This design comes from an exercise in tuning for small area and a short achievable clock period on the open sky130 flow, not from production work.
Only simulation tests tie the RTL to the original design; equivalence was not proved.
Power and IR drop assume default switching activity.

==> flow/design.v <==
module inst_trace_buf #(
  parameter int DEPTH = 64,
  parameter int PCW   = 30,
  parameter int WRAP  = 0
) (
  input  logic                     clk,
  input  logic                     rst_n,
  input  logic                     ic_stall,
  input  logic                     ic_stall_dly,
  input  logic                     stall,
  input  logic                     stall_ld,
  input  logic                     jmp_cond,
  input  logic                     post_jump_cmd_c,
  input  logic [PCW-1:0]           pc_id,
  input  logic [31:0]              inst_id,
  input  logic                     trace_en,
  input  logic                     trig_en,
  input  logic [PCW-1:0]           trig_pc,
  input  logic                     clear,
  input  logic                     rd_ready,
  output logic                     rd_valid,
  output logic [PCW+1:0]           rd_pc,
  output logic [31:0]              rd_inst,
  output logic [$clog2(DEPTH):0]   count,
  output logic                     full,
  output logic                     overflow,
  output logic                     triggered
);
  localparam int AW = $clog2(DEPTH);
  localparam int CW = AW + 1;
  localparam int MD = DEPTH;               
  localparam int DW = PCW + 32;
  typedef enum logic [1:0] {IDLE, ARMED, CAPTURE, DONE} state_t;
  state_t          state;
  localparam int LO = 8;
  localparam int HI = (MD + LO - 1) / LO;
  logic [HI-1:0]   wr_hi;
  logic [LO-1:0]   wr_lo;
  logic [MD-1:0]   rd_sel;                 
  logic            valid_q;                
  logic            one_q;                  
  logic [DW-1:0]   hd_q;                   
  logic [DW-1:0]   mem [MD];
  logic retire, pop;
  logic hd_ld_in, hd_ld_mem, hd_hold, mem_adv;
  logic [DW-1:0] din;
  logic [DW-1:0] mem_rd;
  assign din      = {pc_id, inst_id};
  assign retire   = ~(ic_stall | ic_stall_dly | stall | stall_ld | jmp_cond | post_jump_cmd_c);
  assign rd_valid = valid_q;
  assign full     = count[AW];
  assign pop      = valid_q & rd_ready;
  assign hd_ld_in  = ~valid_q | (one_q & rd_ready);
  assign hd_ld_mem = valid_q & ~one_q & rd_ready;
  assign hd_hold   = valid_q & ~rd_ready;
  logic          wr_last;
  logic [HI-1:0] wr_hi_nx;
  logic [LO-1:0] wr_lo_nx;
  assign wr_last  = wr_hi[HI-1] & wr_lo[(MD-1)%LO];
  assign wr_lo_nx = wr_last ? LO'(1) : {wr_lo[LO-2:0], wr_lo[LO-1]};
  assign wr_hi_nx = (wr_last | wr_lo[LO-1]) ? {wr_hi[HI-2:0], wr_hi[HI-1]} : wr_hi;
  typedef struct packed {
    state_t        state;
    logic [CW-1:0] count;
    logic          valid;
    logic          one;
    logic          overflow;
    logic          triggered;
    logic          adv;
  } ctl_t;
  function automatic ctl_t step(input logic h, input state_t st, input logic [CW-1:0] cnt,
                                input logic vld, input logic on, input logic ovf,
                                input logic trg, input logic pp, input logic te,
                                input logic ten);
    ctl_t n;
    logic f, w, d;
    f = cnt[AW];
    w = h & (~f | pp);
    d = h & f & ~pp;
    n.state     = st;
    n.count     = cnt;
    n.valid     = vld;
    n.one       = on;
    n.overflow  = ovf | d;
    n.triggered = trg;
    n.adv       = w & vld & ~(on & pp);
    if (w && !pp) begin
      n.count = cnt + CW'(1);
      n.valid = 1'b1;
      n.one   = ~vld;
    end else if (pp && !w) begin
      n.count = cnt - CW'(1);
      n.valid = ~on;
      n.one   = (cnt == CW'(2));
    end
    if (!te) begin
      n.state = IDLE;
    end else begin
      case (st)
        IDLE:    n.state = ten ? ARMED : CAPTURE;
        ARMED: begin
          if (h) begin
            n.triggered = 1'b1;
            n.state     = d ? DONE : CAPTURE;
          end
        end
        CAPTURE: if (d) n.state = DONE;
        DONE:    n.state = DONE;
        default: n.state = IDLE;
      endcase
    end
    step = n;
  endfunction
  logic pc_eq, base;
  ctl_t nx_eq, nx_ne, nx;
  assign pc_eq = (pc_id == trig_pc);
  assign base  = retire & trace_en;
  assign nx_eq = step(base & ((state == CAPTURE) | (state == ARMED)), state, count, valid_q,
                      one_q, overflow, triggered, pop, trace_en, trig_en);
  assign nx_ne = step(base & (state == CAPTURE), state, count, valid_q,
                      one_q, overflow, triggered, pop, trace_en, trig_en);
  assign nx    = pc_eq ? nx_eq : nx_ne;
  assign mem_adv = nx.adv;
  always_ff @(posedge clk or negedge rst_n) begin
    if (!rst_n) begin
      state     <= IDLE;
      wr_hi     <= HI'(1);
      wr_lo     <= LO'(1);
      rd_sel    <= MD'(1);
      count     <= '0;
      valid_q   <= 1'b0;
      one_q     <= 1'b0;
      overflow  <= 1'b0;
      triggered <= 1'b0;
    end else if (clear) begin
      state     <= IDLE;
      wr_hi     <= HI'(1);
      wr_lo     <= LO'(1);
      rd_sel    <= MD'(1);
      count     <= '0;
      valid_q   <= 1'b0;
      one_q     <= 1'b0;
      overflow  <= 1'b0;
      triggered <= 1'b0;
    end else begin
      if (mem_adv) begin
        wr_hi <= wr_hi_nx;
        wr_lo <= wr_lo_nx;
      end
      if (hd_ld_mem) rd_sel <= {rd_sel[MD-2:0], rd_sel[MD-1]};
      state     <= nx.state;
      count     <= nx.count;
      valid_q   <= nx.valid;
      one_q     <= nx.one;
      overflow  <= nx.overflow;
      triggered <= nx.triggered;
    end
  end
  always_comb begin
    mem_rd = '0;
    for (int i = 0; i < MD; i++)
      mem_rd = mem_rd | (mem[i] & {DW{rd_sel[i]}});
  end
  always_ff @(posedge clk) begin
    hd_q <= ({DW{hd_ld_in}} & din) | ({DW{hd_ld_mem}} & mem_rd) | ({DW{hd_hold}} & hd_q);
  end
  always_ff @(posedge clk) begin
    for (int i = 0; i < MD; i++)
      if (wr_hi[i/LO] && wr_lo[i%LO]) mem[i] <= din;
  end
  assign rd_pc   = {hd_q[DW-1:32], 2'b00};
  assign rd_inst = hd_q[31:0];
endmodule
make LEC_CHECK=0 CAP_MARGIN=10 CORE_MARGIN=2 CORE_UTILIZATION=55 CTS_CLUSTER_DIAMETER=100 CTS_CLUSTER_SIZE=25 SETUP_SLACK_MARGIN=2.85 SLEW_MARGIN=10 TNS_END_PERCENT=20 finish   # period 5.5 ns
run.sh (not shown) runs the stock make flow with config.mk's settings and CLKGATE_MAP_FILE= SYNTH_SCRIPT=/design/flow/synth_recipe.tcl, a recipe that flattens the netlist after the stock synthesis.
The first run produced a clean layout.
Then changed:
- CAP_MARGIN: 10 -> 20
- CORE_UTILIZATION: 55 -> 62
- HOLD_SLACK_MARGIN: default -> 0.05
- SLEW_MARGIN: 10 -> 20
What happened:
- clock skew fell by 29 ps
- die area shrinks by 11%
- global-route usage rises by 4.9 points
- synthesized cell count is unchanged
- routed wire length fell by 2.2%
- final area barely changes
- hold slack got worse by 50 ps
- total power fell by 0.56%
- non-clock buffer count goes up by 32
Then changed:
==> flow/flow/run.sh (new file) <==
#!/bin/bash
set -euo pipefail
bash standard.sh 'BUFFER_PORTS_ARGS=-buffer_cell sky130_fd_sc_hd__buf_4' finish > flow_make.log 2>&1
==> flow/standard.sh (new file) <==
#!/bin/bash
# synth_recipe.tcl (not shown) runs the flow's synth.tcl, then flattens the netlist and writes it again
# the make line also repeats each setting of config.mk as NAME=value (left out here)
make -C /OpenROAD-flow-scripts/flow DESIGN_CONFIG=/design/flow/config.mk WORK_HOME=/design/flow/orfs CLKGATE_MAP_FILE= SYNTH_SCRIPT=/design/flow/synth_recipe.tcl "${@:-finish}"
- CORE_UTILIZATION: 62 -> 45
- HOLD_SLACK_MARGIN: 0.05 -> default
- SETUP_SLACK_MARGIN: 2.85 -> 2.95
- TNS_END_PERCENT: 20 -> 100
removed: flow/run.sh
After rerunning: Now the flow produced a layout that fails on negative hold slack. First-iteration DRC count grows by 8.6%. Wire length grows by 7.1%. Design area grows by 2.5%. Setup slack gains 72 ps. Synthesized cell count does not change. Combinational power grows by about 1%. Utilization shrinks by 18 points. Clock skew grows by 45 ps. Count of clock-buffer cells in the layout shrinks by 17. Worst hold slack loses 260 ps. Die area grows by 37%.
Then changed:
- SETUP_SLACK_MARGIN: 2.95 -> 2.85
- TNS_END_PERCENT: 100 -> 20
What happened:
- Now the flow completed with no timing, DRC or antenna violations
- hold slack gets better by 220 ps
- total power is about the same
- critical path depth increases by 1
- worst setup slack is better by 97 ps
- clock power barely changes
- wire length goes down by 3.6%
- core utilization came out lower by 0.82 points

## static timing again, ports no longer ideal
No port has a modelled driver above. Below, the same layouts with a new extraction and two added sets of constraints.
Step 1 (the two cells are an assumption about what drives the block):
set clk [get_ports {clk}]
set_driving_cell -lib_cell sky130_fd_sc_hd__clkbuf_16 $clk
set_driving_cell -lib_cell sky130_fd_sc_hd__buf_2 [delete_from_list [all_inputs] $clk]
Step 2, shift: input delay + t, output delay - t, t = (earliest + latest rising clock arrival at the registers) / 2. This alone moves slack from input paths to output paths.
Slacks: ideal / step 1 / step 2; pairs: ideal / step 1.
| run | shift t [ns] | setup WS [ns] | hold slack, ns | worst setup path after step 2 | worst data-port slew with drivers (ns) |
|---|---|---|---|---|---|
| the first run | 1.023 | 2.579 / 2.579 / 1.709 | 0.285 / 0.228 / 0.493 | input to register | 0.41 |
| the second run | 1.011 | 2.434 / 2.477 / 1.466 | 0.235 / 0.144 / 0.490 | input to register | 0.24 |
| the third run | 1.090 | 2.506 / 2.506 / 1.790 | -0.029 / -0.080 / 0.495 | input to register | 0.46 |
| the fourth run | 1.066 | 2.602 / 2.583 / 1.703 | 0.192 / 0.116 / 0.491 | input to register | 0.35 |
The setup slack of the second run, which loses most, moves by +0.043 ns with the drivers and by -0.968 ns with both steps.
